What follows belongs to an exercise in optimizing a design on an open flow for small area; a production flow would make more cautious choices. At most, simulation tests tie the RTL to the original design; equivalence was not proved. No functional check of the RTL was part of run 6. Power and IR drop assume default switching activity.

File: flow/config.mk
export PLATFORM = sky130hd
export DESIGN_NAME = csr_unit
export DESIGN_NICKNAME = csr_unit
export VERILOG_FILES = /design/flow/design.v
export SDC_FILE = /design/flow/constraint.sdc
export NUM_CORES = 4
export LEC_CHECK = 0
export CAP_MARGIN = 20
export CORE_MARGIN = 2
export CORE_UTILIZATION = 40
export SLEW_MARGIN = 20
File: flow/constraint.sdc
create_clock -name core_clock -period 4.0 [get_ports {clk_i}]
set_input_delay 0.8000 -clock core_clock [delete_from_list [all_inputs] [get_ports {clk_i}]]
set_output_delay 0.8000 -clock core_clock [all_outputs]
set_load 0.01 [all_outputs]
File: flow/design.v
package secv_pkg;
    localparam int XLEN      = 64;                   
    localparam int HART_ID_W = 4;                    
    typedef enum logic [3:0] {
        EXC_INSTR_MISALIGN = 4'd0,                   
        EXC_ILLEGAL_INSTR  = 4'd2,                   
        EXC_BREAKPOINT     = 4'd3,                   
        EXC_LOAD_MISALIGN  = 4'd4,                   
        EXC_STORE_MISALIGN = 4'd6,                   
        EXC_ECALL_M        = 4'd11                   
    } exc_t;
endpackage
package csr_pkg;
    localparam logic [11:0] CSR_ADDR_MVENDORID = 12'hF11;
    localparam logic [11:0] CSR_ADDR_MARCHID   = 12'hF12;
    localparam logic [11:0] CSR_ADDR_MIMPID    = 12'hF13;
    localparam logic [11:0] CSR_ADDR_MHARTID   = 12'hF14;
    localparam logic [11:0] CSR_ADDR_MSTATUS   = 12'h300;
    localparam logic [11:0] CSR_ADDR_MISA      = 12'h301;
    localparam logic [11:0] CSR_ADDR_MIE       = 12'h304;
    localparam logic [11:0] CSR_ADDR_MTVEC     = 12'h305;
    localparam logic [11:0] CSR_ADDR_MSCRATCH  = 12'h340;
    localparam logic [11:0] CSR_ADDR_MEPC      = 12'h341;
    localparam logic [11:0] CSR_ADDR_MCAUSE    = 12'h342;
    localparam logic [11:0] CSR_ADDR_MTVAL     = 12'h343;
    localparam logic [11:0] CSR_ADDR_MIP       = 12'h344;
    localparam logic [11:0] CSR_ADDR_MCYCLE    = 12'hB00;
    localparam logic [11:0] CSR_ADDR_MINSTRET  = 12'hB02;
    typedef enum logic [1:0] {
        CSR_OP_WRITE = 2'd0,                         
        CSR_OP_SET   = 2'd1,                         
        CSR_OP_CLEAR = 2'd2                          
    } csr_op_t;
    localparam int MSTATUS_MIE  = 3;
    localparam int MSTATUS_MPIE = 7;
    localparam logic [63:0] MSTATUS_MASK =
        (64'd1 << MSTATUS_MIE) | (64'd1 << MSTATUS_MPIE);
    localparam logic [63:0] MISA_VALUE =
        (64'd2 << 62) | (64'd1 << 8) | (64'd1 << 20);
    localparam logic [63:0] MVENDORID = 64'h0;
    localparam logic [63:0] MARCHID   = 64'h0000_0000_0000_5EC5;
    localparam logic [63:0] MIMPID    = 64'h0000_0000_0001_0000;
endpackage
module csr_unit (
    input  logic                           clk_i,
    input  logic                           rst_i,
    input  logic                           wb_cyc_i,
    input  logic                           wb_stb_i,
    input  logic                           wb_we_i,
    input  logic [11:0]                    wb_adr_i,
    input  logic [secv_pkg::XLEN-1:0]      wb_dat_i,
    output logic [secv_pkg::XLEN-1:0]      wb_dat_o,
    output logic                           wb_ack_o,
    output logic                           wb_err_o,
    input  logic [1:0]                     csr_op_i,      
    input  logic [secv_pkg::HART_ID_W-1:0] hartid_i,
    input  logic                           exc_i,
    input  logic [3:0]                     exc_type_i,
    input  logic [secv_pkg::XLEN-1:0]      pc_i,
    input  logic [secv_pkg::XLEN-1:0]      tval_i,
    input  logic                           mret_i,
    input  logic                           retire_i,
    output logic                           trap_o,
    output logic [secv_pkg::XLEN-1:0]      redirect_pc_o
);
    localparam int XLEN = secv_pkg::XLEN;
    logic             mie_b;                         
    logic             mpie_b;                        
    logic [XLEN-1:0]  mie;
    logic [XLEN-1:0]  mtvec;
    logic [XLEN-1:0]  mscratch;
    logic [XLEN-1:1]  mepc;                          
    logic [XLEN-1:0]  mcause;
    logic [XLEN-1:0]  mtval;
    logic [XLEN-1:0]  mip;
    logic [XLEN-1:0]  mcycle;
    logic [XLEN-1:0]  minstret;
    logic             rd_wb_q;                       
    logic             rd_tv_q;                       
    logic             rd_ep_q;                       
    logic s_mstatus, s_misa, s_mie, s_mtvec, s_mscratch, s_mepc, s_mcause, s_mtval, s_mip;
    logic s_mcycle, s_minstret, s_mvendorid, s_marchid, s_mimpid, s_mhartid;
    logic hit, bad, req, wr, ev;
    assign s_mstatus   = wb_adr_i == csr_pkg::CSR_ADDR_MSTATUS;
    assign s_misa      = wb_adr_i == csr_pkg::CSR_ADDR_MISA;
    assign s_mie       = wb_adr_i == csr_pkg::CSR_ADDR_MIE;
    assign s_mtvec     = wb_adr_i == csr_pkg::CSR_ADDR_MTVEC;
    assign s_mscratch  = wb_adr_i == csr_pkg::CSR_ADDR_MSCRATCH;
    assign s_mepc      = wb_adr_i == csr_pkg::CSR_ADDR_MEPC;
    assign s_mcause    = wb_adr_i == csr_pkg::CSR_ADDR_MCAUSE;
    assign s_mtval     = wb_adr_i == csr_pkg::CSR_ADDR_MTVAL;
    assign s_mip       = wb_adr_i == csr_pkg::CSR_ADDR_MIP;
    assign s_mcycle    = wb_adr_i == csr_pkg::CSR_ADDR_MCYCLE;
    assign s_minstret  = wb_adr_i == csr_pkg::CSR_ADDR_MINSTRET;
    assign s_mvendorid = wb_adr_i == csr_pkg::CSR_ADDR_MVENDORID;
    assign s_marchid   = wb_adr_i == csr_pkg::CSR_ADDR_MARCHID;
    assign s_mimpid    = wb_adr_i == csr_pkg::CSR_ADDR_MIMPID;
    assign s_mhartid   = wb_adr_i == csr_pkg::CSR_ADDR_MHARTID;
    assign hit = s_mstatus | s_misa | s_mie | s_mtvec | s_mscratch | s_mepc | s_mcause |
                 s_mtval | s_mip | s_mcycle | s_minstret | s_mvendorid | s_marchid |
                 s_mimpid | s_mhartid;
    assign bad = ~hit | (wb_we_i & (wb_adr_i[11:10] == 2'b11));
    assign req = wb_cyc_i & wb_stb_i & ~wb_ack_o & ~wb_err_o;
    assign wr  = req & wb_we_i & ~bad & ~rst_i;      
    assign ev  = exc_i | mret_i;
    logic [XLEN-1:0] old_val;
    assign old_val =
        ({XLEN{s_mstatus}}  & {56'd0, mpie_b, 3'd0, mie_b, 3'd0}) |
        ({XLEN{s_misa}}     & csr_pkg::MISA_VALUE) |
        ({XLEN{s_mie}}      & mie) |
        ({XLEN{s_mtvec}}    & mtvec) |
        ({XLEN{s_mscratch}} & mscratch) |
        ({XLEN{s_mepc}}     & {mepc, 1'b0}) |
        ({XLEN{s_mcause}}   & mcause) |
        ({XLEN{s_mtval}}    & mtval) |
        ({XLEN{s_mip}}      & mip) |
        ({XLEN{s_mcycle}}   & mcycle) |
        ({XLEN{s_minstret}} & minstret) |
        ({XLEN{s_marchid}}  & csr_pkg::MARCHID) |
        ({XLEN{s_mimpid}}   & csr_pkg::MIMPID) |
        ({XLEN{s_mhartid}}  & {60'd0, hartid_i});
    logic [XLEN-1:0] wdata;
    always_comb begin
        case (csr_op_i)
            2'd1:    wdata = old_val | wb_dat_i;
            2'd2:    wdata = old_val & ~wb_dat_i;
            default: wdata = wb_dat_i;
        endcase
    end
    logic w_mie, w_mtvec, w_mscratch, w_mip, w_mepc, w_mcause, w_mtval, w_mcycle, w_minstret;
    logic h_mie, h_mtvec, h_mscratch, h_mip, h_mepc, h_mcause, h_mtval, h_mcycle, h_minstret;
    logic t_load;                                    
    logic i_minstret;                                
    assign w_mie      = wr & s_mie;
    assign w_mtvec    = wr & s_mtvec;
    assign w_mscratch = wr & s_mscratch;
    assign w_mip      = wr & s_mip;
    assign w_mepc     = wr & s_mepc & ~ev;
    assign w_mcause   = wr & s_mcause & ~ev;
    assign w_mtval    = wr & s_mtval & ~ev;
    assign w_mcycle   = wr & s_mcycle;
    assign w_minstret = wr & s_minstret;
    assign t_load     = exc_i & ~rst_i;
    assign h_mie      = ~rst_i & ~w_mie;
    assign h_mtvec    = ~rst_i & ~w_mtvec;
    assign h_mscratch = ~rst_i & ~w_mscratch;
    assign h_mip      = ~rst_i & ~w_mip;
    assign h_mepc     = ~rst_i & ~w_mepc & ~exc_i;
    assign h_mcause   = ~rst_i & ~w_mcause & ~exc_i;
    assign h_mtval    = ~rst_i & ~w_mtval & ~exc_i;
    assign h_mcycle   = ~rst_i & ~w_mcycle;
    assign h_minstret = ~rst_i & ~w_minstret;
    assign i_minstret = retire_i;
    logic [XLEN-1:0] mcycle_inc;
    logic [XLEN-1:0] minstret_inc;
    assign mcycle_inc   = mcycle + 1'b1;
    assign minstret_inc = minstret + {63'd0, i_minstret};
    always_ff @(posedge clk_i) begin
        mie      <= ({XLEN{w_mie}} & wdata) | ({XLEN{h_mie}} & mie);
        mtvec    <= ({XLEN{w_mtvec}} & wdata) | ({XLEN{h_mtvec}} & mtvec);
        mscratch <= ({XLEN{w_mscratch}} & wdata) | ({XLEN{h_mscratch}} & mscratch);
        mip      <= ({XLEN{w_mip}} & wdata) | ({XLEN{h_mip}} & mip);
        mepc     <= ({(XLEN-1){w_mepc}} & wdata[XLEN-1:1]) |
                    ({(XLEN-1){t_load}} & pc_i[XLEN-1:1]) |
                    ({(XLEN-1){h_mepc}} & mepc);
        mcause   <= ({XLEN{w_mcause}} & wdata) |
                    ({XLEN{t_load}} & {60'd0, exc_type_i}) |
                    ({XLEN{h_mcause}} & mcause);
        mtval    <= ({XLEN{w_mtval}} & wdata) |
                    ({XLEN{t_load}} & tval_i) |
                    ({XLEN{h_mtval}} & mtval);
        mcycle   <= ({XLEN{w_mcycle}} & wdata) | ({XLEN{h_mcycle}} & mcycle_inc);
        minstret <= ({XLEN{w_minstret}} & wdata) | ({XLEN{h_minstret}} & minstret_inc);
    end
    always_ff @(posedge clk_i) begin
        if (rst_i) begin
            mie_b  <= 1'b0;
            mpie_b <= 1'b0;
        end else if (exc_i) begin
            mie_b  <= 1'b0;
            mpie_b <= mie_b;
        end else if (mret_i) begin
            mie_b  <= mpie_b;
            mpie_b <= 1'b1;
        end else if (wr && s_mstatus) begin
            mie_b  <= wdata[csr_pkg::MSTATUS_MIE];
            mpie_b <= wdata[csr_pkg::MSTATUS_MPIE];
        end
    end
    always_ff @(posedge clk_i) begin
        wb_ack_o <= ~rst_i & req & ~bad;
        wb_err_o <= ~rst_i & req & bad;
        wb_dat_o <= old_val;
    end
    always_ff @(posedge clk_i) begin
        trap_o  <= ~rst_i & ev;
        rd_wb_q <= exc_i & s_mtvec;
        rd_tv_q <= exc_i & ~s_mtvec;
        rd_ep_q <= ~exc_i;
    end
    assign redirect_pc_o[XLEN-1:2] = ({(XLEN-2){rd_wb_q}} & wb_dat_o[XLEN-1:2]) |
                                     ({(XLEN-2){rd_tv_q}} & mtvec[XLEN-1:2]) |
                                     ({(XLEN-2){rd_ep_q}} & mepc[XLEN-1:2]);
    assign redirect_pc_o[1]        = rd_ep_q & mepc[1];
    assign redirect_pc_o[0]        = 1'b0;
endmodule
File: flow/flow/run.sh
#!/bin/bash
# Own layout flow: the standard ORFS flow, with
#  - an area-oriented ABC mapping script in synthesis (the rest of synthesis unchanged),
#  - minimum-size buffers on the ports,
#  - a clock tree built from smaller buffers.
# Each tool's output is logged in this folder (and ORFS keeps its own logs under orfs/logs).
set -euo pipefail
W=$PWD
F=$W/flow

# Synthesis script: synth_recipe.tcl, with ORFS's synth.tcl swapped for a copy whose abc call
# uses our own ABC script.
sed 's#^\(\s*\)log_cmd abc {\*}\$abc_args#\1set abc_args [lreplace $abc_args 1 1 '"$F"'/abc_area2.script]\n\1log_cmd abc {*}$abc_args#' \
    "$FLOW_HOME/scripts/synth.tcl" > "$W/synth_area.tcl"
grep -q "abc_area2.script" "$W/synth_area.tcl"
sed "s#\$::env(SCRIPTS_DIR)/synth.tcl#$W/synth_area.tcl#" "$W/synth_recipe.tcl" > "$W/synth_recipe_area.tcl"
grep -q "synth_area.tcl" "$W/synth_recipe_area.tcl"

export BUFFER_PORTS_ARGS="-buffer_cell sky130_fd_sc_hd__buf_1"
bash standard.sh synth SYNTH_SCRIPT="$W/synth_recipe_area.tcl" > "$W/flow_synth.log" 2>&1
bash standard.sh finish > "$W/flow_finish.log" 2>&1
File: flow/flow/abc_area2.script
&get -n
&st
&dch
&nf -p -a
&put
File: flow/standard.sh
#!/bin/bash
# synth_recipe.tcl (not shown) runs the flow's synth.tcl, then flattens the netlist and writes it again
# the make line also repeats each setting of config.mk as NAME=value (left out here)
make -C /OpenROAD-flow-scripts/flow DESIGN_CONFIG=/design/flow/config.mk WORK_HOME=/design/flow/orfs CLKGATE_MAP_FILE= SYNTH_SCRIPT=/design/flow/synth_recipe.tcl "${@:-finish}"
==> results of run 1 <==
[critical path: stages]
cell and delay, ns:
buf_1 0.20, ha_1 0.21, ha_1 0.17, nand3_1 0.10
or4b_1 0.54, or4b_1 0.64, buf_4 0.21, or2_0 0.29
buf_4 0.18, nor4_1 0.20, buf_4 0.20, nand3_1 0.09
nand3_1 0.10, o21ai_0 0.07
[synthesized netlist by cell type, types with 7 or more instances]
library cell	n	area, um2
a22oi_1	14	105
a222oi_1	226	2260
o2bb2ai_1	60	526
o21ai_0	392	1960
a22o_1	10	87.6
a21o_1	7	52.6
nand4_1	65	407
and4_1	11	96.3
nand2_1	506	1900
clkinv_1	209	785
dfxtp_1	647	13000
nor4b_1	13	114
nand2b_1	14	87.6
a31oi_1	51	319
a221o_1	7	70.1
nor2_1	58	218
o221ai_1	125	1090
a221oi_1	7	61.3
and3_1	25	156
nand3_1	91	455
nand4b_1	10	87.6
xnor2_1	59	517
nor4_1	31	194
a21oi_1	23	115
or3_1	12	75.1
xor2_1	41	359
o22ai_1	99	619
or4_1	7	52.6
nor3_1	33	165
[through the flow]
stage	hold WS (ns)	cells	util	power [uW]	setup TNS [ns]
2_1_floorplan	0.420	2933	-	7140	-197.85
5_1_grt	0.375	4436	0.507	15200	0
6_report	0.379	4437	0.508	14800	0
3_5_place_dp	0.440	4303	0.468	7690	-0.298
3_3_place_gp	0.429	4303	0.468	7660	-0.308
4_1_cts	0.354	4435	0.507	14800	0
[routing by layer]
metal | global-route usage | routed length, um | vias to the layer above
met1 | 0.446 | 47600 | 13859
li1 | - | - | 12735
met5 | 0 | 0 | -
met4 | 0.120 | 3350 | 0
met2 | 0.509 | 51600 | 1741
met3 | 0.0543 | 11900 | 233
[logic make-up after synthesis]
group	share of synthesized area
buffers and inverters	0.0298
other	0.000141
AO/OA/AOI/OAI	0.287
multiplexers	0.000377
flip-flops	0.488
AND/OR/NAND/NOR	0.160
adder cells (fa/ha/maj)	0.00236
XOR/XNOR	0.0330
[path summary, 6_finish.rpt]
| check | end | slack (ns) | depth (start not counted) |
|---|---|---|---|
| max | minstret[58]$_DFF_P_ | 0.46 | 14 |
| min | mtval[48]$_DFF_P_ | 0.38 | 3 |
| min reg2reg | mie[0]$_DFF_P_ | 0.45 | 2 |
| max reg2reg | minstret[58]$_DFF_P_ | 0.58 | 13 |
[final cells by class]
cell class	instances	share of cell area
diodes	1	0.0000750
clock buffers	103	0.0648
clock inverters	29	0.0123
inverters	209	0.0235
multi-input cells	2076	0.393
flip-flops and latches	647	0.388
well taps	864	0.0324
repair buffers	508	0.0853
[power by group through the flow]
stage               clock (uW)  combinational [uW]  sequential [uW]
global placement             0                 916             6750
floorplan                    0                 408             6730
detailed placement           0                 938             6750
global route              7520                1030             6610
CTS                       7250                 943             6610
finish                    7200                 967             6610
==> reports/qor.csv, run 1 <==
stage,metric,value,unit
run_status,status,no timing/DRC/antenna violations,
yosys,ys_seq_area_frac,0.488,
clocking,h-tree-depth,3,
floorplanning,coreArea,65700,um2
power,power_density,443,nW/um2
final_layout,multiInputGateArea,13100,um2
clocking,worstSkewPairLatency,0.63,ns
clocking,clk_pin_slew_worst_paths,0.06,ns
final_layout,seq_area,13000,um2
final_layout,final_common_cell,dfxtp_1,
setup_path,worst_setup_path_end_kind,flop,
sta,drv_slew,0,
grt,grt_max_degree,70,
floorplanning,rows,94,
clocking,cts_tree,built,
yosys,synth_cells,2933,
sta,rsz0062_at_grt,no,
drt,vias_per_cell,6.44,
clocking,cts_buffers,71,
sta,slew_headroom,0.233,
grt,grt_pass1_vias,27774,
setup_path,critPathKind,in2reg,
sta,skew,0.0322,ns
yosys,netlist-cell-type-count,56,
final_layout,final_cell_mix,"644 x dfxtp_1, 500 x nand2_1, 391 x o21ai_0, 350 x buf_1, 226 x a222oi_1",
drt,via_count,28568,
grt,grt_use_total,0.324,
yosys,synth_area,26600,um2
sta,hold_viol,0,
setup_path,worst_ep_required_time,4.47,ns
floorplanning,die_h,262,um
power,peakVddDrop,0.241,mV
floorplanning,die_width,262,um
setup_path,crit_fanout,5,
place,dpl_worst_slack,-0.0911,ns
sta,tightest_slew,1.14,ns
setup_path,cp_data_arrival_time,4.00,ns
power,netSwitchingFraction,0.240,
drt,wl,114,mm
setup_path,worstReg2RegStart,minstret[0]$_DFF_P_,
setup_path,critical_path.startpoint,retire_i,
flow_run,maxCapViolCount,0,
power,p_leak,0.0110,uW
floorplanning,die-area,68500,um2
grt,overflow,0,
clocking,clock_path_buffers,3,
power,clockPowerShare,0.487,
power,p_int,11200,uW
clocking,clockRootBuffer,clkbuf_16,
clocking,cts-resized-gates,0,
grt,grt_pass1_wl,170,mm
sta,period_minus_slack,3.54,ns
power,p_switching,3540,uW
sta,finalCritPeriodShare,0.884,
sta,fmax,283,MHz
final_layout,layout.nets,3740,
yosys,ys_ff_latch,647,
drt,drc,0,
grt,antenna_found_initial,1,
drt,drtAntennaViolNets,0,
hold_path,hp-class,in2reg,
yosys,synthFlopType,dfxtp_1,
drt,drt-pass1-iter-count,10,
power,seqPwrFrac,0.447,
place,dpl_cell_area,30800,um2
power,pwr-share-comb,0.065,
yosys,synthArstFlopShare,0,
drt,post_drt_wl_per_cell,25.8,um
yosys,yosys_warnings,1,
yosys,synth_area_per_cell,9.06,um2
final_layout,n_fill_cell,6168,
place,dpl.hpwl,73.5,mm
drt,drt_iter0_drc,4188,
final_layout,final_cell_area,33400,um2
clocking,ctsHoldBuffers,0,
final_layout,drive_above_1_share,0.0893,
clocking,post_cts_buffers,0,
final_layout,area_growth_syn_to_layout,25.6,%
clocking,clock-sinks,647,
yosys,synth_edf_count,0,
floorplanning,io-pin-count,353,
sta,setup_ws,0.464,ns
sta,setup_viol,0,
floorplanning,start_util,0.404,
place,gp_congestion,0.957,
hold_path,hold_start,tval_i[48],
setup_path,startpoint_type,primary input,
place,port-buffer-count,350,
==> run 2: changes to the inputs <==
==> flow/run.sh (new file) <==
#!/bin/bash
# synth_recipe.tcl (not shown) runs the flow's synth.tcl, then flattens the netlist and writes it again
# the make line also repeats each setting of config.mk as NAME=value (left out here)
make -C /OpenROAD-flow-scripts/flow DESIGN_CONFIG=/design/flow/config.mk WORK_HOME=/design/flow/orfs CLKGATE_MAP_FILE= SYNTH_SCRIPT=/design/flow/synth_recipe.tcl finish
removed: flow/flow/run.sh
removed: flow/flow/abc_area2.script
removed: flow/standard.sh
==> reports/qor.csv, run 2 <==
stage,metric,value,unit
sta,period_minus_slack,3.65,ns
sta,rsz0062_at_grt,no,
yosys,synth_top_area_frac,0.438,
floorplanning,coreArea,73100,um2
sta,skew,0.0347,ns
clocking,worstSkewPairLatency,0.64,ns
setup_path,startpoint_type,primary input,
setup_path,critPathKind,in2reg,
floorplanning,die_h,276,um
yosys,synthTopCellsByArea,"dfxtp_1 44%, o21ai_0 7.6%, nand3_1 7.2%",
yosys,synth_mux_area_frac,0.0251,
sta,hold_viol,0,
floorplanning,die-area,76100,um2
yosys,synthArstFlopShare,0,
place,dpl_worst_slack,-0.178,ns
clocking,post_cts_buffers,0,
yosys,synth_area_per_cell,8.68,um2
floorplanning,io-pin-count,353,
clocking,h-tree-depth,3,
hold_path,min_path_cells,2,
yosys,synth_top_family_by_area,compound AO/OA/AOI/OAI gates,
flow_run,maxCapViolCount,0,
yosys,yosys.cell_count.top_type,dfxtp_1,
drt,post_drt_wl_per_cell,27.0,um
yosys,synth-simple-area-share,0.164,
yosys,ys_seq_area_frac,0.438,
grt,antenna_found_initial,3,
setup_path,crit_chain,"clkdlybuf4s50_1, or4b_2, nor4_2, buf_4, buf_12, a222oi_1, a41oi_1, o21ai_1, o22ai_1",
grt,grt_pass1_vias,28789,
final_layout,final_common_cell,dfxtp_1,
yosys,synth_compound_area_frac,0.294,
final_layout,final_cell_area,38000,um2
setup_path,crit_fanout,16,
hold_path,min_to,mcause[7]$_DFF_P_,
clocking,clock_path_buffers,3,
setup_path,cp_slowest_cell,clkdlybuf4s50_1,
final_layout,final_cell_mix,"644 x dfxtp_1, 448 x o21ai_0, 423 x nand3_1, 346 x clkdlybuf4s50_1, 210 x a22oi_1",
floorplanning,start_util,0.405,
yosys,synthFlopType,dfxtp_1,
power,fin_total_pwr,14900,uW
yosys,synth_fa_ha_area_frac,0.00212,
yosys,ys_ff_latch,647,
yosys,netlist-cell-type-count,72,
final_layout,n_fill_cell,6948,
drt,drtAntennaViolNets,0,
hold_path,hp-class,reg2reg,
grt,grt_pass1_wl,188,mm
grt,overflow,0,
clocking,clk_pin_slew_worst_paths,0.06,ns
sta,fmax,274,MHz
grt,grt_max_degree,120,
final_layout,area_growth_syn_to_layout,28.5,%
grt,grt_use_total,0.326,
drt,drc,0,
setup_path,r2r_slack,0.68,ns
sta,fin_hold_ws,0.471,ns
yosys,synth_xor_area_frac,0.0196,
run_status,status,no timing/DRC/antenna violations,
yosys,synth_commonest_cells,"647 x dfxtp_1, 448 x o21ai_0, 426 x nand3_1, 285 x clkbuf_1, 210 x a22oi_1",
power,power_density,393,nW/um2
sta,drv_slew,0,
yosys,yosys_warnings,1,
sta,finalCritPeriodShare,0.913,
drt,via_count,30816,
sta,tightest_slew,1.09,ns
place,port-buffer-count,350,
sta,slew_headroom,0.277,
place,dpl_cell_area,35500,um2
setup_path,worst_setup_path_end_kind,flop,
clocking,ctsHoldBuffers,0,
power,p_leak,0.0133,uW
hold_path,hold_start,mcause[7]$_DFF_P_,
setup_path,worstReg2RegStart,mcycle[1]$_DFF_P_,
yosys,yosysTopAreaCell,dfxtp_1,
floorplanning,rows,99,
setup_path,worstReg2RegEnd,mcycle[44]$_DFF_P_,
place,gp_congestion,0.981,
clocking,clock-sinks,647,
drt,drt-pass1-iter-count,26,
floorplanning,die_width,276,um
drt,vias_per_cell,6.50,
drt,wl,128,mm
final_layout,layout.nets,3954,
final_layout,drive_above_1_share,0.120,
clocking,cts_buffers,73,
yosys,synth_cells,3405,
sta,setup_viol,0,
setup_path,cpPeakStageDelay,0.79,ns
power,peakVddDrop,0.227,mV
place,dpl.hpwl,87.0,mm
yosys,synth_edf_count,0,
setup_path,reg2reg_depth,8,
yosys,synth_area,29600,um2
drt,drt_iter0_drc,4090,
clocking,clockRootBuffer,clkbuf_16,
sta,tns,0,ns
sta,setup_ws,0.350,ns
clocking,cts_tree,built,
clocking,cts-resized-gates,0,
setup_path,cp_data_arrival_time,4.13,ns
setup_path,worst_ep_required_time,4.48,ns
[run 2: cell count changes in the layout (fill, tap and decap cells not counted), moves of 91 or more]
cell             delta
nand3_1           +332
buf_1             -350
o221ai_1          -125
inv_1              +91
a22oi_1           +196
nand2_1           -406
clkinv_1          -209
clkdlybuf4s50_1   +346
[run 2: power breakdown]
group / internal [uW] / switching [uW]
Sequential: 6520 / 73.8
Combinational: 535 / 803
Clock: 4180 / 2800
Total: 11200 / 3680
[run 2: worst max-delay path by stage]
stage	from	end	slack (ns)
after floorplan	wb_adr_i[0]	mscratch[47]$_DFF_P_	0.60
after global placement	wb_adr_i[2]	mepc[15]$_DFF_P_	-0.13
after detailed placement	wb_adr_i[2]	mtvec[15]$_DFF_P_	-0.18
after CTS	wb_adr_i[2]	mtvec[15]$_DFF_P_	0.45
after global routing	wb_adr_i[2]	mie[15]$_DFF_P_	0.24
final	wb_adr_i[2]	mepc[30]$_DFF_P_	0.35
[run 2: logic make-up after synthesis]
| family | after synthesis |
|---|---|
| AO/OA/AOI/OAI | 1286 |
| AND/OR/NAND/NOR | 895 |
| flip-flops | 647 |
| buffers and inverters | 437 |
| multiplexers | 68 |
| XOR/XNOR | 66 |
| adder cells (fa/ha/maj) | 5 |
| other | 1 |
[run 2: critical path, delay by kind of cell]
kind,cells,cell delay [ns]
buffers and inverters,3,1.15
and+or+nand+nor,2,0.38
AOI/OAI and AO/OA,4,1.79
[run 2: stage by stage]
step,util,cells
detailed placement,0.486,4611
global route,0.520,4740
floorplan,-,3405
global placement,0.486,4611
CTS,0.520,4740
finish,0.520,4743
[run 2: routing by layer]
metal | part of all wire | GRT usage | vias to the layer above
met2 | 0.45 | 0.515 | 1614
met3 | 0.094 | 0.0579 | 292
met4 | 0.040 | 0.136 | 4
li1 | - | - | 13929
met1 | 0.41 | 0.438 | 14977
met5 | 0.00017 | 0 | -
[run 2: final cells by class]
cell class              count  area [um2]  share of cell area
clock inverters            18         230             0.00606
repair buffers            591        5850               0.154
diodes                      3        7.51            0.000198
flip-flops and latches    647       13000               0.341
inverters                  93         357             0.00939
multi-input cells        2321       15100               0.398
clock buffers             111        2240              0.0590
well taps                 959        1200              0.0316
==> run 3: changes to the inputs <==
--- a/flow/design.v
+++ b/flow/design.v
@@ -81,51 +81,62 @@
     logic s_mstatus, s_misa, s_mie, s_mtvec, s_mscratch, s_mepc, s_mcause, s_mtval, s_mip;
     logic s_mcycle, s_minstret, s_mvendorid, s_marchid, s_mimpid, s_mhartid;
     logic hit, bad, req, wr, ev;
-    assign s_mstatus   = wb_adr_i == csr_pkg::CSR_ADDR_MSTATUS;
-    assign s_misa      = wb_adr_i == csr_pkg::CSR_ADDR_MISA;
-    assign s_mie       = wb_adr_i == csr_pkg::CSR_ADDR_MIE;
-    assign s_mtvec     = wb_adr_i == csr_pkg::CSR_ADDR_MTVEC;
-    assign s_mscratch  = wb_adr_i == csr_pkg::CSR_ADDR_MSCRATCH;
-    assign s_mepc      = wb_adr_i == csr_pkg::CSR_ADDR_MEPC;
-    assign s_mcause    = wb_adr_i == csr_pkg::CSR_ADDR_MCAUSE;
-    assign s_mtval     = wb_adr_i == csr_pkg::CSR_ADDR_MTVAL;
-    assign s_mip       = wb_adr_i == csr_pkg::CSR_ADDR_MIP;
-    assign s_mcycle    = wb_adr_i == csr_pkg::CSR_ADDR_MCYCLE;
-    assign s_minstret  = wb_adr_i == csr_pkg::CSR_ADDR_MINSTRET;
-    assign s_mvendorid = wb_adr_i == csr_pkg::CSR_ADDR_MVENDORID;
-    assign s_marchid   = wb_adr_i == csr_pkg::CSR_ADDR_MARCHID;
-    assign s_mimpid    = wb_adr_i == csr_pkg::CSR_ADDR_MIMPID;
-    assign s_mhartid   = wb_adr_i == csr_pkg::CSR_ADDR_MHARTID;
+    logic a_hi3, a_hib, a_hif, a_m0, a_m1, a_m4;
+    logic a_l0, a_l1, a_l2, a_l3, a_l4, a_l5;
+    assign a_hi3 = wb_adr_i[11:8] == 4'h3;
+    assign a_hib = wb_adr_i[11:8] == 4'hB;
+    assign a_hif = wb_adr_i[11:8] == 4'hF;
+    assign a_m0  = wb_adr_i[7:4] == 4'h0;
+    assign a_m1  = wb_adr_i[7:4] == 4'h1;
+    assign a_m4  = wb_adr_i[7:4] == 4'h4;
+    assign a_l0  = wb_adr_i[3:0] == 4'h0;
+    assign a_l1  = wb_adr_i[3:0] == 4'h1;
+    assign a_l2  = wb_adr_i[3:0] == 4'h2;
+    assign a_l3  = wb_adr_i[3:0] == 4'h3;
+    assign a_l4  = wb_adr_i[3:0] == 4'h4;
+    assign a_l5  = wb_adr_i[3:0] == 4'h5;
+    assign s_mstatus   = a_hi3 & a_m0 & a_l0;
+    assign s_misa      = a_hi3 & a_m0 & a_l1;
+    assign s_mie       = a_hi3 & a_m0 & a_l4;
+    assign s_mtvec     = a_hi3 & a_m0 & a_l5;
+    assign s_mscratch  = a_hi3 & a_m4 & a_l0;
+    assign s_mepc      = a_hi3 & a_m4 & a_l1;
+    assign s_mcause    = a_hi3 & a_m4 & a_l2;
+    assign s_mtval     = a_hi3 & a_m4 & a_l3;
+    assign s_mip       = a_hi3 & a_m4 & a_l4;
+    assign s_mcycle    = a_hib & a_m0 & a_l0;
+    assign s_minstret  = a_hib & a_m0 & a_l2;
+    assign s_mvendorid = a_hif & a_m1 & a_l1;
+    assign s_marchid   = a_hif & a_m1 & a_l2;
+    assign s_mimpid    = a_hif & a_m1 & a_l3;
+    assign s_mhartid   = a_hif & a_m1 & a_l4;
     assign hit = s_mstatus | s_misa | s_mie | s_mtvec | s_mscratch | s_mepc | s_mcause |
                  s_mtval | s_mip | s_mcycle | s_minstret | s_mvendorid | s_marchid |
                  s_mimpid | s_mhartid;
     assign bad = ~hit | (wb_we_i & (wb_adr_i[11:10] == 2'b11));
     assign req = wb_cyc_i & wb_stb_i & ~wb_ack_o & ~wb_err_o;
-    assign wr  = req & wb_we_i & ~bad & ~rst_i;      
+    assign wr  = req & wb_we_i & ~rst_i;
     assign ev  = exc_i | mret_i;
-    logic [XLEN-1:0] old_val;
-    assign old_val =
-        ({XLEN{s_mstatus}}  & {56'd0, mpie_b, 3'd0, mie_b, 3'd0}) |
-        ({XLEN{s_misa}}     & csr_pkg::MISA_VALUE) |
-        ({XLEN{s_mie}}      & mie) |
-        ({XLEN{s_mtvec}}    & mtvec) |
-        ({XLEN{s_mscratch}} & mscratch) |
-        ({XLEN{s_mepc}}     & {mepc, 1'b0}) |
-        ({XLEN{s_mcause}}   & mcause) |
-        ({XLEN{s_mtval}}    & mtval) |
-        ({XLEN{s_mip}}      & mip) |
-        ({XLEN{s_mcycle}}   & mcycle) |
-        ({XLEN{s_minstret}} & minstret) |
-        ({XLEN{s_marchid}}  & csr_pkg::MARCHID) |
-        ({XLEN{s_mimpid}}   & csr_pkg::MIMPID) |
-        ({XLEN{s_mhartid}}  & {60'd0, hartid_i});
-    logic [XLEN-1:0] wdata;
-    always_comb begin
-        case (csr_op_i)
-            2'd1:    wdata = old_val | wb_dat_i;
-            2'd2:    wdata = old_val & ~wb_dat_i;
-            default: wdata = wb_dat_i;
-        endcase
+    logic [XLEN-1:0] grp_a, grp_b, grp_c, grp_x, old_val;
+    assign grp_a = ({XLEN{s_mie}} & mie) | ({XLEN{s_mtvec}} & mtvec) |
+                   ({XLEN{s_mscratch}} & mscratch);
+    assign grp_b = ({XLEN{s_mepc}} & {mepc, 1'b0}) | ({XLEN{s_mcause}} & mcause) |
+                   ({XLEN{s_mtval}} & mtval);
+    assign grp_c = ({XLEN{s_mip}} & mip) | ({XLEN{s_mcycle}} & mcycle) |
+                   ({XLEN{s_minstret}} & minstret);
+    assign grp_x = ({XLEN{s_mstatus}} & {56'd0, mpie_b, 3'd0, mie_b, 3'd0}) |
+                   ({XLEN{s_misa}}    & csr_pkg::MISA_VALUE) |
+                   ({XLEN{s_marchid}} & csr_pkg::MARCHID) |
+                   ({XLEN{s_mimpid}}  & csr_pkg::MIMPID) |
+                   ({XLEN{s_mhartid}} & {60'd0, hartid_i});
+    assign old_val = grp_a | grp_b | grp_c | grp_x;
+    logic op_clr, op_keep;
+    logic [XLEN-1:0] wdata, old_kept;
+    assign op_clr   = csr_op_i == 2'd2;
+    assign op_keep  = csr_op_i == 2'd1 || csr_op_i == 2'd2;
+    assign old_kept = old_val & {XLEN{op_keep}};
+    for (genvar i = 0; i < XLEN; i++) begin : g_rmw
+        assign wdata[i] = wb_dat_i[i] ? ~op_clr : old_kept[i];
     end
     logic w_mie, w_mtvec, w_mscratch, w_mip, w_mepc, w_mcause, w_mtval, w_mcycle, w_minstret;
     logic h_mie, h_mtvec, h_mscratch, h_mip, h_mepc, h_mcause, h_mtval, h_mcycle, h_minstret;
@@ -151,10 +162,30 @@
     assign h_mcycle   = ~rst_i & ~w_mcycle;
     assign h_minstret = ~rst_i & ~w_minstret;
     assign i_minstret = retire_i;
-    logic [XLEN-1:0] mcycle_inc;
-    logic [XLEN-1:0] minstret_inc;
-    assign mcycle_inc   = mcycle + 1'b1;
-    assign minstret_inc = minstret + {63'd0, i_minstret};
+    logic [XLEN-1:0] mcycle_cy, minstret_cy, mcycle_inc, minstret_inc;
+    logic [7:0]      mcycle_all, minstret_all, mcycle_gc, minstret_gc;
+    for (genvar k = 0; k < 8; k++) begin : g_cgrp
+        assign mcycle_all[k]   = &mcycle[8*k+7:8*k];
+        assign minstret_all[k] = &minstret[8*k+7:8*k];
+        if (k == 0) begin : g_first
+            assign mcycle_gc[k]   = 1'b1;
+            assign minstret_gc[k] = i_minstret;
+        end else begin : g_next
+            assign mcycle_gc[k]   = mcycle_gc[k-1] & mcycle_all[k-1];
+            assign minstret_gc[k] = minstret_gc[k-1] & minstret_all[k-1];
+        end
+        for (genvar i = 0; i < 8; i++) begin : g_cbit
+            if (i == 0) begin : g_lsb
+                assign mcycle_cy[8*k]   = mcycle_gc[k];
+                assign minstret_cy[8*k] = minstret_gc[k];
+            end else begin : g_up
+                assign mcycle_cy[8*k+i]   = mcycle_cy[8*k+i-1] & mcycle[8*k+i-1];
+                assign minstret_cy[8*k+i] = minstret_cy[8*k+i-1] & minstret[8*k+i-1];
+            end
+        end
+    end
+    assign mcycle_inc   = mcycle ^ mcycle_cy;
+    assign minstret_inc = minstret ^ minstret_cy;
     always_ff @(posedge clk_i) begin
         mie      <= ({XLEN{w_mie}} & wdata) | ({XLEN{h_mie}} & mie);
         mtvec    <= ({XLEN{w_mtvec}} & wdata) | ({XLEN{h_mtvec}} & mtvec);
==> flow/flow/run.sh (new file) <==
#!/bin/bash
# Own layout flow: the standard ORFS flow, with
#  - an area-oriented ABC mapping script in synthesis (the rest of synthesis unchanged),
#  - minimum-size buffers on the ports,
#  - a clock tree built from smaller buffers.
# Each tool's output is logged in this folder (and ORFS keeps its own logs under orfs/logs).
set -euo pipefail
W=$PWD
F=$W/flow

# Synthesis script: synth_recipe.tcl, with ORFS's synth.tcl swapped for a copy whose abc call
# uses our own ABC script.
sed 's#^\(\s*\)log_cmd abc {\*}\$abc_args#\1set abc_args [lreplace $abc_args 1 1 '"$F"'/abc_area2.script]\n\1log_cmd abc {*}$abc_args#' \
    "$FLOW_HOME/scripts/synth.tcl" > "$W/synth_area.tcl"
grep -q "abc_area2.script" "$W/synth_area.tcl"
sed "s#\$::env(SCRIPTS_DIR)/synth.tcl#$W/synth_area.tcl#" "$W/synth_recipe.tcl" > "$W/synth_recipe_area.tcl"
grep -q "synth_area.tcl" "$W/synth_recipe_area.tcl"

export CTS_ARGS="-sink_clustering_enable -repair_clock_nets -dont_use_dummy_load -sink_clustering_size 16 -sink_clustering_max_diameter 60 -buf_list sky130_fd_sc_hd__clkbuf_8"
export BUFFER_PORTS_ARGS="-buffer_cell sky130_fd_sc_hd__buf_1"
bash standard.sh synth SYNTH_SCRIPT="$W/synth_recipe_area.tcl" > "$W/flow_synth.log" 2>&1
bash standard.sh finish > "$W/flow_finish.log" 2>&1
==> flow/flow/abc_area2.script (new file) <==
&get -n
&st
&dch
&nf -p -a
&put
==> flow/standard.sh (new file) <==
#!/bin/bash
# synth_recipe.tcl (not shown) runs the flow's synth.tcl, then flattens the netlist and writes it again
# the make line also repeats each setting of config.mk as NAME=value (left out here)
make -C /OpenROAD-flow-scripts/flow DESIGN_CONFIG=/design/flow/config.mk WORK_HOME=/design/flow/orfs CLKGATE_MAP_FILE= SYNTH_SCRIPT=/design/flow/synth_recipe.tcl "${@:-finish}"
--- a/flow/config.mk
+++ b/flow/config.mk
@@ -8,4 +8,5 @@
 export CAP_MARGIN = 20
 export CORE_MARGIN = 2
 export CORE_UTILIZATION = 40
+export GPL_TIMING_DRIVEN = 0
 export SLEW_MARGIN = 20
removed: flow/run.sh
==> reports/qor.csv, run 3 <==
stage,metric,value,unit
yosys,synth_commonest_cells,"647 x dfxtp_1, 420 x a22o_1, 321 x nand2_1, 244 x a222oi_1, 141 x a22oi_1",
place,port-buffer-count,350,
final_layout,area_growth_syn_to_layout,21.0,%
drt,drc,0,
clocking,clock_path_buffers,3,
setup_path,worst_setup_path_end_kind,flop,
drt,drtAntennaViolNets,0,
yosys,synth_top_family_by_area,compound AO/OA/AOI/OAI gates,
yosys,synthFlopType,dfxtp_1,
yosys,yosys_warnings,1,
hold_path,hold_start,pc_i[41],
drt,post_drt_wl_per_cell,26.4,um
yosys,synth_area,25400,um2
place,dpl.hpwl,68.1,mm
clocking,clockRootBuffer,clkbuf_8,
setup_path,crit_chain,"ha_1, nand3_1, nor2_2, nand2_1, nor3_4, nand2_2, nor3_2, nor3b_4, nor3b_2, ha_1, ha_1, ha_1, ha_1, ha_1, ha_1, ha_1, a22o_1",
grt,grt_max_degree,64,
yosys,yosys.cell_count.top_type,dfxtp_1,
sta,fmax,263,MHz
yosys,synth_mux_area_frac,0.000394,
grt,grt_use_total,0.289,
yosys,synth_compound_area_frac,0.310,
sta,drv_slew,0,
drt,wl,98.7,mm
hold_path,min_to,mepc[41]$_DFF_P_,
power,p_switching,2770,uW
power,power_density,350,nW/um2
drt,vias_per_cell,6.55,
hold_path,min_path_cells,3,
sta,hold_viol,0,
sta,setup_ws,0.203,ns
floorplanning,die-area,65600,um2
setup_path,startpoint_type,flop,
clocking,worstSkewPairLatency,0.70,ns
power,seqPwrFrac,0.612,
yosys,synth_top_area_frac,0.509,
place,gp_congestion,0.844,
hold_path,hp-class,in2reg,
sta,period_minus_slack,3.80,ns
sta,skew,0.0825,ns
setup_path,critPathBufInv,0,
yosys,synth_xor_area_frac,0.00551,
sta,tns,0,ns
floorplanning,die_width,256,um
clocking,h-tree-depth,2,
drt,drt_iter0_drc,3297,
power,clockPowerShare,0.311,
yosys,synth_edf_count,0,
drt,via_count,24462,
power,p_int,7990,uW
setup_path,crit_fanout,3,
floorplanning,die_h,256,um
setup_path,critPathKind,reg2reg,
clocking,clock-sinks,647,
power,p_leak,0.0123,uW
setup_path,r2r_slack,0.20,ns
setup_path,worstReg2RegStart,mcycle[0]$_DFF_P_,
yosys,synth_cells,2378,
grt,grt_pass1_wl,149,mm
grt,overflow,0,
sta,rsz0062_at_grt,no,
setup_path,worstReg2RegEnd,mcycle[62]$_DFF_P_,
yosys,synth-simple-area-share,0.101,
flow_run,maxCapViolCount,0,
clocking,cts_tree,built,
yosys,netlist-cell-type-count,40,
floorplanning,start_util,0.404,
clocking,ctsHoldBuffers,0,
power,peakVddDrop,0.262,mV
yosys,synthTopCellsByArea,"dfxtp_1 51%, a22o_1 14%, a222oi_1 9.6%",
clocking,cts_buffers,54,
yosys,yosysTopAreaCell,dfxtp_1,
final_layout,final_cell_mix,"644 x dfxtp_1, 420 x a22o_1, 349 x buf_1, 319 x nand2_1, 244 x a222oi_1",
grt,grt_pass1_vias,24479,
power,pwr-share-comb,0.077,
yosys,synth_fa_ha_area_frac,0.0551,
power,netSwitchingFraction,0.258,
run_status,status,no timing/DRC/antenna violations,
floorplanning,io-pin-count,353,
floorplanning,coreArea,63000,um2
sta,setup_viol,0,
yosys,ys_ff_latch,647,
sta,finalCritPeriodShare,0.949,
yosys,synth_area_per_cell,10.7,um2
setup_path,crit_top_cell,ha_1,
sta,tightest_slew,1.12,ns
setup_path,reg2reg_depth,17,
place,dpl_worst_slack,-1.66,ns
yosys,synthArstFlopShare,0,
setup_path,worst_ep_required_time,4.58,ns
setup_path,cp_slowest_cell,dfxtp_1,
final_layout,final_common_cell,dfxtp_1,
setup_path,cpPeakStageDelay,0.38,ns
yosys,ys_seq_area_frac,0.509,
setup_path,critPathTopFamily,simple AND/OR/NAND/NOR gates,
grt,antenna_found_initial,7,
setup_path,cp_data_arrival_time,4.38,ns
floorplanning,rows,92,
drt,drt-pass1-iter-count,9,
final_layout,layout.nets,3219,
final_layout,drive_above_1_share,0.0763,
clocking,clk_pin_slew_worst_paths,0.10,ns
sta,slew_headroom,0.247,
## run 3: kinds of logic (layout without fill, tap and decap cells)
group / Yosys count / in the layout
adders and majority gates: 112 / 112
and+or+nand+nor: 561 / 561
buffers and inverters: 123 / 628
other: 1 / 7
muxes: 1 / 1
DFF: 647 / 647
AOI/OAI and AO/OA: 917 / 917
xor gates and xnor gates: 16 / 16
## run 3: through the flow
stage | hold WS (ns) | std cells | util | cell area, um2 | total power [uW]
detailed placement | 0.430 | 3670 | 0.474 | 29800 | 7550
global route | 0.283 | 3731 | 0.488 | 30800 | 11100
global placement | 0.425 | 3574 | 0.446 | 28100 | 7440
floorplan | 0.415 | 2378 | - | 25700 | 7080
CTS | 0.274 | 3726 | 0.487 | 30700 | 10800
finish | 0.329 | 3735 | 0.489 | 30800 | 10800
## run 3: worst max path at each step
| stage | slack, ns | endpoint | depth (start not counted) | from |
|---|---|---|---|---|
| after floorplan | -0.82 | mtval[23]$_DFF_P_ | 6 | wb_adr_i[7] |
| after detailed placement | -1.66 | minstret[62]$_DFF_P_ | 17 | retire_i |
| after global routing | 0.004 | mcycle[62]$_DFF_P_ | 17 | mcycle[0]$_DFF_P_ |
| after global placement | -5.15 | mtval[55]$_DFF_P_ | 7 | wb_adr_i[7] |
| final | 0.20 | mcycle[62]$_DFF_P_ | 17 | mcycle[0]$_DFF_P_ |
| after CTS | 0.06 | mcycle[62]$_DFF_P_ | 17 | mcycle[0]$_DFF_P_ |
## run 3: tightest hold or removal path, stage by stage
cell     delay, ns
buf_1         0.07
a22oi_1       0.07
nand2_1       0.06
## run 3: power groups by stage
| stage | logic, uW | clock network [uW] | registers [uW] |
|---|---|---|---|
| after detailed placement | 806 | 0 | 6740 |
| after global routing | 878 | 3650 | 6600 |
| after global placement | 679 | 0 | 6760 |
| after CTS | 810 | 3420 | 6590 |
| final | 825 | 3350 | 6590 |
| after floorplan | 357 | 0 | 6720 |
## run 3: what timing repair did
item,4_1_cts,5_1_grt
resized for setup,14,7
endpoints found under the hold margin,0,0
pin swaps,2,1
setup buffers,2,3
endpoints found under the setup margin,63,21
cloned,0,0
## run 3: area by class of cell
type / instances / area [um2]
antenna: 6 / 15.0
buffer: 1 / 7.51
clock buffer: 54 / 743
fill: 5900 / 32200
inverter: 122 / 463
multi-input combinational: 1608 / 12500
sequential: 647 / 13000
tap: 846 / 1060
timing repair buffer: 451 / 3030
## run 3: per-layer routing
| layer | up-vias | track usage | share of wire |
|---|---|---|---|
| met5 | - | 0 | 0.00014 |
| met4 | 2 | 0.0840 | 0.026 |
| met3 | 177 | 0.0572 | 0.10 |
| met2 | 1390 | 0.460 | 0.45 |
| met1 | 12172 | 0.397 | 0.42 |
| li1 | 10721 | - | - |
==> run 4: changes to the inputs <==
--- a/flow/config.mk
+++ b/flow/config.mk
@@ -8,5 +8,4 @@
 export CAP_MARGIN = 20
 export CORE_MARGIN = 2
 export CORE_UTILIZATION = 40
-export GPL_TIMING_DRIVEN = 0
 export SLEW_MARGIN = 20
==> reports/qor.csv, run 4 <==
stage,metric,value,unit
setup_path,r2r_slack,0.22,ns
yosys,synth_area,25400,um2
yosys,synth_cells,2378,
setup_path,critPathTopFamily,simple AND/OR/NAND/NOR gates,
place,dpl.hpwl,60.5,mm
grt,grt_pass1_wl,148,mm
clocking,clk_pin_slew_worst_paths,0.10,ns
yosys,yosysTopAreaCell,dfxtp_1,
drt,drt-pass1-iter-count,10,
sta,skew,0.0729,ns
setup_path,worstReg2RegStart,mcycle[0]$_DFF_P_,
yosys,synth_commonest_cells,"647 x dfxtp_1, 420 x a22o_1, 321 x nand2_1, 244 x a222oi_1, 141 x a22oi_1",
yosys,ys_seq_area_frac,0.509,
setup_path,crit_fanout,3,
sta,fmax,264,MHz
place,dpl_worst_slack,-0.450,ns
hold_path,min_path_cells,3,
floorplanning,die_h,256,um
sta,period_minus_slack,3.78,ns
setup_path,cpPeakStageDelay,0.37,ns
hold_path,hold_start,pc_i[3],
final_layout,layout.nets,3200,
setup_path,startpoint_type,flop,
sta,slew_headroom,0.245,
setup_path,worstReg2RegEnd,mcycle[62]$_DFF_P_,
setup_path,cp_slowest_cell,dfxtp_1,
clocking,clockRootBuffer,clkbuf_8,
flow_run,maxCapViolCount,0,
setup_path,worst_setup_path_end_kind,flop,
sta,hold_viol,0,
power,peakVddDrop,0.247,mV
grt,grt_max_degree,89,
floorplanning,rows,92,
clocking,worstSkewPairLatency,0.70,ns
drt,vias_per_cell,6.47,
sta,setup_ws,0.215,ns
place,port-buffer-count,350,
setup_path,crit_top_cell,ha_1,
hold_path,hp-class,in2reg,
setup_path,reg2reg_depth,18,
final_layout,drive_above_1_share,0.0649,
place,dpl_cell_area,29000,um2
final_layout,final_cell_mix,"644 x dfxtp_1, 420 x a22o_1, 350 x buf_1, 321 x nand2_1, 244 x a222oi_1",
clocking,post_cts_buffers,0,
yosys,synth_edf_count,0,
floorplanning,die_width,256,um
setup_path,cp_data_arrival_time,4.40,ns
yosys,yosys.cell_count.top_type,dfxtp_1,
sta,setup_viol,0,
drt,wl,98.9,mm
power,fin_total_pwr,10700,uW
clocking,clock_path_buffers,3,
sta,finalCritPeriodShare,0.946,
floorplanning,coreArea,63000,um2
hold_path,min_to,mepc[3]$_DFF_P_,
drt,via_count,24039,
run_status,status,no timing/DRC/antenna violations,
floorplanning,start_util,0.404,
clocking,h-tree-depth,2,
grt,antenna_found_initial,7,
floorplanning,die-area,65600,um2
power,power_density,358,nW/um2
final_layout,area_growth_syn_to_layout,16.9,%
grt,grt_pass1_vias,24031,
clocking,ctsHoldBuffers,0,
clocking,cts_tree,built,
yosys,synth_area_per_cell,10.7,um2
final_layout,final_common_cell,dfxtp_1,
setup_path,worst_ep_required_time,4.61,ns
drt,drc,0,
sta,tightest_slew,1.13,ns
sta,tns,0,ns
clocking,cts_buffers,52,
setup_path,critPathBufInv,1,
place,gp_congestion,0.857,
yosys,netlist-cell-type-count,40,
yosys,synthArstFlopShare,0,
grt,overflow,0,
clocking,clock-sinks,647,
drt,drtAntennaViolNets,0,
power,p_leak,0.0118,uW
final_layout,final_cell_area,29700,um2
yosys,synth_top_area_frac,0.509,
drt,post_drt_wl_per_cell,26.6,um
setup_path,critPathKind,reg2reg,
setup_path,crit_chain,"ha_1, nand3_1, nor2_2, nand2_1, nor3_2, nand2_1, nor3_2, nor3b_1, buf_4, nor3b_2, ha_1, ha_1, ha_1, ha_1, ha_1, ha_1, ha_1, a22o_1",
yosys,synthTopCellsByArea,"dfxtp_1 51%, a22o_1 14%, a222oi_1 9.6%",
drt,drt_iter0_drc,3197,
floorplanning,io-pin-count,353,
yosys,synthFlopType,dfxtp_1,
yosys,yosys_warnings,1,
grt,grt_use_total,0.289,
sta,rsz0062_at_grt,no,
sta,drv_slew,0,
yosys,ys_ff_latch,647,
==> run 4: kinds of logic (layout without fill, tap and decap cells) <==
kind of cell               count (synthesis)  in the layout  synth area share
AOI/OAI and AO/OA                        917            917             0.310
xor gates and xnor gates                  16             16           0.00551
adders and majority gates                112            112            0.0551
buffers and inverters                    123            609            0.0183
DFF                                      647            647             0.509
muxes                                      1              1          0.000394
other                                      1              7          0.000147
and+or+nand+nor                          561            561             0.101
==> run 4: per-stage QoR <==
| step | instances | utilization | hold slack [ns] |
|---|---|---|---|
| finish | 3716 | 0.472 | 0.302 |
| global route | 3715 | 0.472 | 0.300 |
| CTS | 3710 | 0.472 | 0.263 |
| detailed placement | 3658 | 0.460 | 0.431 |
| global placement | 3658 | 0.460 | 0.425 |
| floorplan | 2378 | - | 0.415 |
==> run 4: what timing repair did <==
item                                   in CTS  in global routing
endpoints found under the hold margin       0                  0
pin swaps                                   0                  1
setup endpoints to repair                   2                  5
gates resized for setup                     2                  4
==> run 4: area by class of cell <==
type,instances,area (um2)
antenna,6,15.0
fill,5930,33200
clock buffer,52,716
tap,846,1060
sequential,647,13000
multi-input combinational,1608,12300
inverter,122,458
timing repair buffer,435,2200
==> run 4: where the power goes <==
part           leakage (uW)  internal [uW]  switching, uW
logic               0.00622            217            526
registers           0.00524           6520           92.5
clock network      0.000374           1160           2140
total                0.0118           7900           2750
==> run 4: worst min-delay path, cell delays in order <==
cell	delay, ns
buf_1	0.07
nand2_1	0.05
nand3_1	0.06
==> run 4: how the worst max path moves through the flow <==
| stage | slack [ns] | cells after the start | end | startpoint |
|---|---|---|---|---|
| 2_1_floorplan | -0.82 | 6 | mtval[23]$_DFF_P_ | wb_adr_i[7] |
| 3_3_place_gp | -0.45 | 19 | minstret[62]$_DFF_P_ | retire_i |
| 3_5_place_dp | -0.45 | 19 | minstret[62]$_DFF_P_ | retire_i |
| 4_1_cts | 0.06 | 18 | mcycle[62]$_DFF_P_ | mcycle[0]$_DFF_P_ |
| 5_1_grt | 0.005 | 18 | mcycle[62]$_DFF_P_ | mcycle[0]$_DFF_P_ |
| 6_report | 0.22 | 18 | mcycle[62]$_DFF_P_ | mcycle[0]$_DFF_P_ |
==> run 4: routing by layer <==
layer / part of all wire / GRT usage
met5: 0.00023 / 0
met4: 0.021 / 0.0786
met3: 0.10 / 0.0670
met2: 0.46 / 0.464
met1: 0.42 / 0.389
==> run 5: changes to the inputs <==
--- a/flow/flow/run.sh
+++ b/flow/flow/run.sh
@@ -2,7 +2,8 @@
 # Own layout flow: the standard ORFS flow, with
 #  - an area-oriented ABC mapping script in synthesis (the rest of synthesis unchanged),
 #  - minimum-size buffers on the ports,
-#  - a clock tree built from smaller buffers.
+#  - a clock tree built from smaller buffers,
+#  - no timing repair before placement (it sizes gates up against unbuffered fanouts).
 # Each tool's output is logged in this folder (and ORFS keeps its own logs under orfs/logs).
 set -euo pipefail
 W=$PWD
@@ -17,6 +18,7 @@
 grep -q "synth_area.tcl" "$W/synth_recipe_area.tcl"
 
 export CTS_ARGS="-sink_clustering_enable -repair_clock_nets -dont_use_dummy_load -sink_clustering_size 16 -sink_clustering_max_diameter 60 -buf_list sky130_fd_sc_hd__clkbuf_8"
+export REMOVE_ABC_BUFFERS=1
 export BUFFER_PORTS_ARGS="-buffer_cell sky130_fd_sc_hd__buf_1"
 bash standard.sh synth SYNTH_SCRIPT="$W/synth_recipe_area.tcl" > "$W/flow_synth.log" 2>&1
 bash standard.sh finish > "$W/flow_finish.log" 2>&1
==> reports/qor.csv, run 5 <==
stage,metric,value,unit
floorplanning,die_h,256,um
grt,busiest_layer,met2,
yosys,netlist-cell-type-count,40,
setup_path,r2r_slack,0.31,ns
yosys,synth_edf_count,0,
grt,gr-usage-met1,0.377,
grt,overflow,0,
hold_path,hp-class,in2reg,
place,dpl.hpwl,60.8,mm
clocking,clockRootBuffer,clkbuf_8,
clocking,clock_path_buffers,3,
clocking,cts_buffers,52,
setup_path,worst_ep_required_time,4.59,ns
clocking,clk_pin_slew_worst_paths,0.10,ns
place,gp_congestion,0.888,
setup_path,startpoint_type,flop,
sta,setup_viol,0,
drt,drc,0,
sta,fmax,271,MHz
power,p_switching,2740,uW
setup_path,cpPeakStageDelay,0.42,ns
power,clockPowerShare,0.309,
yosys,synthArstFlopShare,0,
setup_path,critPathTopFamily,simple AND/OR/NAND/NOR gates,
floorplanning,io-pin-count,353,
power,seqPwrFrac,0.620,
place,port-buffer-count,350,
final_layout,area_growth_syn_to_layout,16.9,%
grt,grt_pass1_wl,146,mm
setup_path,crit_chain,"nand3_1, nor3_2, nand2_1, nor3_2, nand2_2, nor3_2, nor3b_2, buf_4, nor3b_1, ha_1, ha_1, ha_1, ha_1, ha_1, ha_1, ha_1, xor2_1, a22o_1",
final_layout,final_common_cell,dfxtp_1,
power,p_leak,0.0118,uW
floorplanning,die_width,256,um
power,peakVddDrop,0.241,mV
sta,fin_hold_ws,0.302,ns
yosys,synth_area,25400,um2
final_layout,final_cell_mix,"644 x dfxtp_1, 420 x a22o_1, 350 x buf_1, 320 x nand2_1, 244 x a222oi_1",
floorplanning,die-area,65600,um2
setup_path,worstReg2RegEnd,minstret[63]$_DFF_P_,
final_layout,drive_above_1_share,0.0648,
drt,drt_iter0_drc,3415,
setup_path,reg2reg_depth,18,
final_layout,multiInputGateArea,12200,um2
drt,wl,96.6,mm
sta,slew_headroom,0.195,
grt,grt_max_degree,76,
setup_path,worstReg2RegStart,minstret[7]$_DFF_P_,
clocking,clock-sinks,647,
grt,grt_pass1_vias,23763,
drt,vias_per_cell,6.40,
sta,hold_viol,0,
yosys,synthTopCellsByArea,"dfxtp_1 51%, a22o_1 14%, a222oi_1 9.6%",
drt,drtAntennaViolNets,0,
sta,tightest_slew,1.21,ns
hold_path,min_path_cells,3,
power,power_density,358,nW/um2
hold_path,min_to,mtval[24]$_DFF_P_,
sta,period_minus_slack,3.69,ns
setup_path,cp_slowest_cell,dfxtp_1,
yosys,synth_cells,2378,
grt,met2_usage,0.472,
power,p_int,7900,uW
clocking,worstSkewPairLatency,0.72,ns
drt,via_count,23805,
grt,use_met3,0.0431,
flow_run,maxCapViolCount,0,
final_layout,layout.nets,3208,
power,netSwitchingFraction,0.257,
floorplanning,rows,92,
yosys,synth_area_per_cell,10.7,um2
sta,finalCritPeriodShare,0.923,
clocking,h-tree-depth,2,
sta,drv_slew,0,
grt,antenna_found_initial,3,
final_layout,n_fill_cell,5958,
yosys,ys_seq_area_frac,0.509,
drt,drt-pass1-iter-count,9,
floorplanning,start_util,0.404,
final_layout,fin_cells,3721,
floorplanning,coreArea,63000,um2
power,pwr-share-comb,0.070,
place,dp_cells,3666,
setup_path,worst_setup_path_end_kind,flop,
setup_path,critPathKind,reg2reg,
setup_path,cp_data_arrival_time,4.29,ns
yosys,yosys_warnings,1,
drt,post_drt_wl_per_cell,26.0,um
grt,grt_use_total,0.284,
yosys,yosys.cell_count.top_type,dfxtp_1,
yosys,ys_ff_latch,647,
yosys,synthFlopType,dfxtp_1,
final_layout,seq_area,13000,um2
hold_path,hold_start,tval_i[24],
yosys,synth_top_area_frac,0.509,
setup_path,crit_fanout,3,
clocking,cts_tree,built,
setup_path,crit_top_cell,ha_1,
clocking,ctsHoldBuffers,0,
yosys,yosysTopAreaCell,dfxtp_1,
setup_path,critPathBufInv,1,
sta,skew,0.0700,ns
run_status,status,no timing/DRC/antenna violations,
yosys,synth_commonest_cells,"647 x dfxtp_1, 420 x a22o_1, 321 x nand2_1, 244 x a222oi_1, 141 x a22oi_1",
==> run 5: cell counts after synthesis <==
Identical to the previous run, type by type.
==> run 5: worst max-delay path by stage <==
| stage | start | end | slack (ns) | depth (start not counted) |
|---|---|---|---|---|
| 6_report | minstret[7]$_DFF_P_ | minstret[63]$_DFF_P_ | 0.31 | 18 |
| 5_1_grt | mcycle[0]$_DFF_P_ | mcycle[62]$_DFF_P_ | -0.06 | 18 |
| 4_1_cts | minstret[7]$_DFF_P_ | minstret[63]$_DFF_P_ | 0.004 | 18 |
| 3_5_place_dp | retire_i | minstret[62]$_DFF_P_ | -0.60 | 18 |
| 3_3_place_gp | retire_i | minstret[62]$_DFF_P_ | -0.49 | 18 |
| 2_1_floorplan | wb_adr_i[5] | mtval[7]$_DFF_P_ | -5.88 | 6 |
==> run 5: area by class of cell <==
cell class | instances | share of cell area
diodes | 3 | 0.000252
clock buffers | 52 | 0.0241
inverters | 122 | 0.0154
multi-input cells | 1608 | 0.410
flip-flops and latches | 647 | 0.436
well taps | 846 | 0.0356
repair buffers | 443 | 0.0793
==> run 5: kinds of logic (layout without fill, tap and decap cells) <==
| logic type | count (synthesis) | after routing | share of synthesized area |
|---|---|---|---|
| AO/OA/AOI/OAI | 917 | 917 | 0.310 |
| XOR/XNOR | 16 | 16 | 0.00551 |
| adder cells (fa/ha/maj) | 112 | 112 | 0.0551 |
| buffers and inverters | 123 | 617 | 0.0183 |
| flip-flops | 647 | 647 | 0.509 |
| multiplexers | 1 | 1 | 0.000394 |
| other | 1 | 4 | 0.000147 |
| AND/OR/NAND/NOR | 561 | 561 | 0.101 |
==> run 5: per-layer routing <==
metal  wire length [um]  share of wire  vias up
met5                  0              0        -
met2              45300           0.47     1168
met1              40200           0.42    11772
li1                   -              -    10671
met3               7870          0.081      194
met4               3250          0.034        0
==> run 5: power by group through the flow <==
| stage | Clock (uW) | Sequential (uW) | Combinational [uW] |
|---|---|---|---|
| global placement | 0 | 6740 | 729 |
| global route | 3590 | 6610 | 806 |
| finish | 3290 | 6600 | 749 |
| CTS | 3360 | 6600 | 745 |
| floorplan | 0 | 6720 | 348 |
| detailed placement | 0 | 6750 | 743 |
==> run 5: metrics by stage <==
| step | worst slack, ns | power [uW] | TNS (ns) | cell area [um2] | util |
|---|---|---|---|---|---|
| finish | 0.306 | 10600 | 0 | 29700 | 0.472 |
| global route | -0.0639 | 11000 | -0.130 | 29700 | 0.472 |
| CTS | 0.00425 | 10700 | 0 | 29700 | 0.472 |
| detailed placement | -0.602 | 7490 | -2.75 | 29000 | 0.460 |
| global placement | -0.489 | 7470 | -1.67 | 29000 | 0.460 |
| floorplan | -5.88 | 7070 | -2580.20 | 25400 | - |
==> run 5: worst min-delay path, cell delays in order <==
cell and delay [ns]:
buf_1 0.07, a22oi_1 0.06, nand2_1 0.06
==> run 5: what timing repair did <==
action,CTS,global route
resized for setup,0,8
setup buffers,0,0
hold endpoints to repair,0,0
endpoints found under the setup margin,0,7
==> run 6: changes to the inputs <==
--- a/flow/design.v
+++ b/flow/design.v
@@ -171,8 +171,8 @@
             assign mcycle_gc[k]   = 1'b1;
             assign minstret_gc[k] = i_minstret;
         end else begin : g_next
-            assign mcycle_gc[k]   = mcycle_gc[k-1] & mcycle_all[k-1];
-            assign minstret_gc[k] = minstret_gc[k-1] & minstret_all[k-1];
+            assign mcycle_gc[k]   = &mcycle_all[k-1:0];
+            assign minstret_gc[k] = i_minstret & (&minstret_all[k-1:0]);
         end
         for (genvar i = 0; i < 8; i++) begin : g_cbit
             if (i == 0) begin : g_lsb
==> reports/qor.csv, run 6 <==
stage,metric,value,unit
run_status,status,no timing/DRC/antenna violations,
hold_path,hp-class,in2reg,
clocking,cts_tree,built,
sta,finalCritPeriodShare,0.977,
setup_path,worst_ep_required_time,4.58,ns
setup_path,worst_setup_path_end_kind,flop,
clocking,clockRootBuffer,clkbuf_8,
yosys,yosysTopAreaCell,dfxtp_1,
grt,gr-usage-met1,0.377,
grt,grt_max_degree,71,
grt,busiest_layer,met2,
flow_run,maxCapViolCount,0,
drt,drt-pass1-iter-count,8,
yosys,synth_xor_area_frac,0.00552,
floorplanning,rows,92,
grt,grt_use_total,0.282,
power,peakVddDrop,0.218,mV
power,power_density,355,nW/um2
setup_path,startpoint_type,flop,
yosys,synthArstFlopShare,0,
final_layout,area_growth_syn_to_layout,18.3,%
grt,use_met3,0.0518,
place,dp_cells,3723,
yosys,synthTopCellsByArea,"dfxtp_1 51%, a22o_1 13%, a222oi_1 9.7%",
sta,drv_slew,0,
sta,fin_hold_ws,0.306,ns
yosys,synth_area_per_cell,10.7,um2
grt,grt_pass1_vias,24261,
clocking,h-tree-depth,2,
floorplanning,die-area,65500,um2
power,fin_total_pwr,10700,uW
final_layout,seq_area,13000,um2
clocking,worstSkewPairLatency,0.71,ns
yosys,synth_top_family_by_area,compound AO/OA/AOI/OAI gates,
setup_path,cp_slowest_cell,or3_4,
sta,skew,0.0682,ns
sta,tightest_slew,1.03,ns
drt,via_count,24279,
sta,setup_ws,0.0917,ns
floorplanning,die_width,256,um
final_layout,final_cell_mix,"641 x dfxtp_1, 388 x a22o_1, 350 x buf_1, 316 x nand2_1, 246 x a222oi_1",
yosys,ys_seq_area_frac,0.510,
sta,period_minus_slack,3.91,ns
power,netSwitchingFraction,0.257,
final_layout,multiInputGateArea,12200,um2
yosys,synth_cells,2380,
sta,hold_viol,0,
clocking,clock_path_buffers,3,
grt,grt_pass1_wl,147,mm
power,p_leak,0.0118,uW
sta,fmax,256,MHz
setup_path,critPathBufInv,2,
yosys,netlist-cell-type-count,45,
grt,antenna_found_initial,8,
place,port-buffer-count,350,
final_layout,layout.nets,3267,
final_layout,final_common_cell,dfxtp_1,
final_layout,fin_cells,3779,
place,dpl_worst_slack,-0.403,ns
floorplanning,coreArea,63000,um2
yosys,ys_ff_latch,647,
yosys,yosys.cell_count.top_type,dfxtp_1,
yosys,synth_mux_area_frac,0.000394,
yosys,synth_commonest_cells,"647 x dfxtp_1, 388 x a22o_1, 317 x nand2_1, 246 x a222oi_1, 132 x clkinv_1",
setup_path,crit_chain,"ha_4, nand4_1, nor4_2, buf_4, nand2_4, or3_4, or3_4, nor3_4, buf_6, nor3b_4, ha_2, ha_4, ha_2, ha_4, ha_4, ha_4, ha_1, a22o_1",
grt,met2_usage,0.464,
clocking,clock-sinks,647,
yosys,synth_fa_ha_area_frac,0.0552,
place,gp_congestion,0.859,
setup_path,crit_fanout,2,
floorplanning,die_h,256,um
run 6: path summary, 6_finish.rpt:
check	start	endpoint	slack [ns]	cells past startpoint
setup / recovery	mcycle[1]$_DFF_P_	mcycle[62]$_DFF_P_	0.09	18
hold / removal	tval_i[41]	mtval[41]$_DFF_P_	0.31	3
setup reg to reg	mcycle[1]$_DFF_P_	mcycle[62]$_DFF_P_	0.09	18
hold reg to reg	mtval[55]$_DFF_P_	mtval[55]$_DFF_P_	0.43	2
run 6: worst min-delay path: cells and delay by family:
family,cells,cell delay [ns]
AOI/OAI and AO/OA,1,0.06
buffers and inverters,1,0.07
and+or+nand+nor,1,0.06
run 6: what timing repair did:
item / in CTS / in global routing
gates resized for setup: 9 / 18
endpoints found under the hold margin: 0 / 0
pin swaps: 2 / 6
hold buffers: 0 / 0
setup buffers: 1 / 2
endpoints found under the setup margin: 8 / 5
run 6: cell type report:
type                            instances  share of cell area
Tap cell                              846              0.0352
Clock buffer                           51              0.0234
Multi-Input combinational cell       1600               0.407
Sequential cell                       647               0.431
Antenna cell                            2            0.000167
Timing Repair Buffer                  501              0.0862
Inverter                              132              0.0165
run 6: cells by family (layout without fill, tap and decap cells):
kind of cell,count (synthesis),after routing
AO/OA/AOI/OAI,938,938
buffers and inverters,133,684
multiplexers,1,1
AND/OR/NAND/NOR,532,532
adder cells (fa/ha/maj),112,112
flip-flops,647,647
other,1,3
XOR/XNOR,16,16
run 6: power groups by stage:
stage / logic (uW) / registers [uW] / clock network [uW]
2_1_floorplan: 352 / 6720 / 0
3_3_place_gp: 759 / 6740 / 0
5_1_grt: 847 / 6610 / 3550
4_1_cts: 776 / 6600 / 3320
6_report: 788 / 6600 / 3260
3_5_place_dp: 773 / 6750 / 0
run 6: per-layer routing:
metal	routed length, um	vias up
li1	-	10800
met1	40300	12045
met2	44700	1262
met3	8780	164
met4	2550	8
met5	50	-
run 6: metrics by stage:
step	instance area, um2	utilization
2_1_floorplan	25400	-
3_3_place_gp	29200	0.463
3_5_place_dp	29200	0.463
4_1_cts	29900	0.475
5_1_grt	30000	0.477
6_report	30000	0.477

Setup slack of run 6, layout unchanged: 0.092 ns with ideal ports, 0.092 ns with driving cells assumed (clock clkbuf_16, inputs buf_2), -0.066 ns with port delays also shifted by the 0.738 ns mid clock arrival.
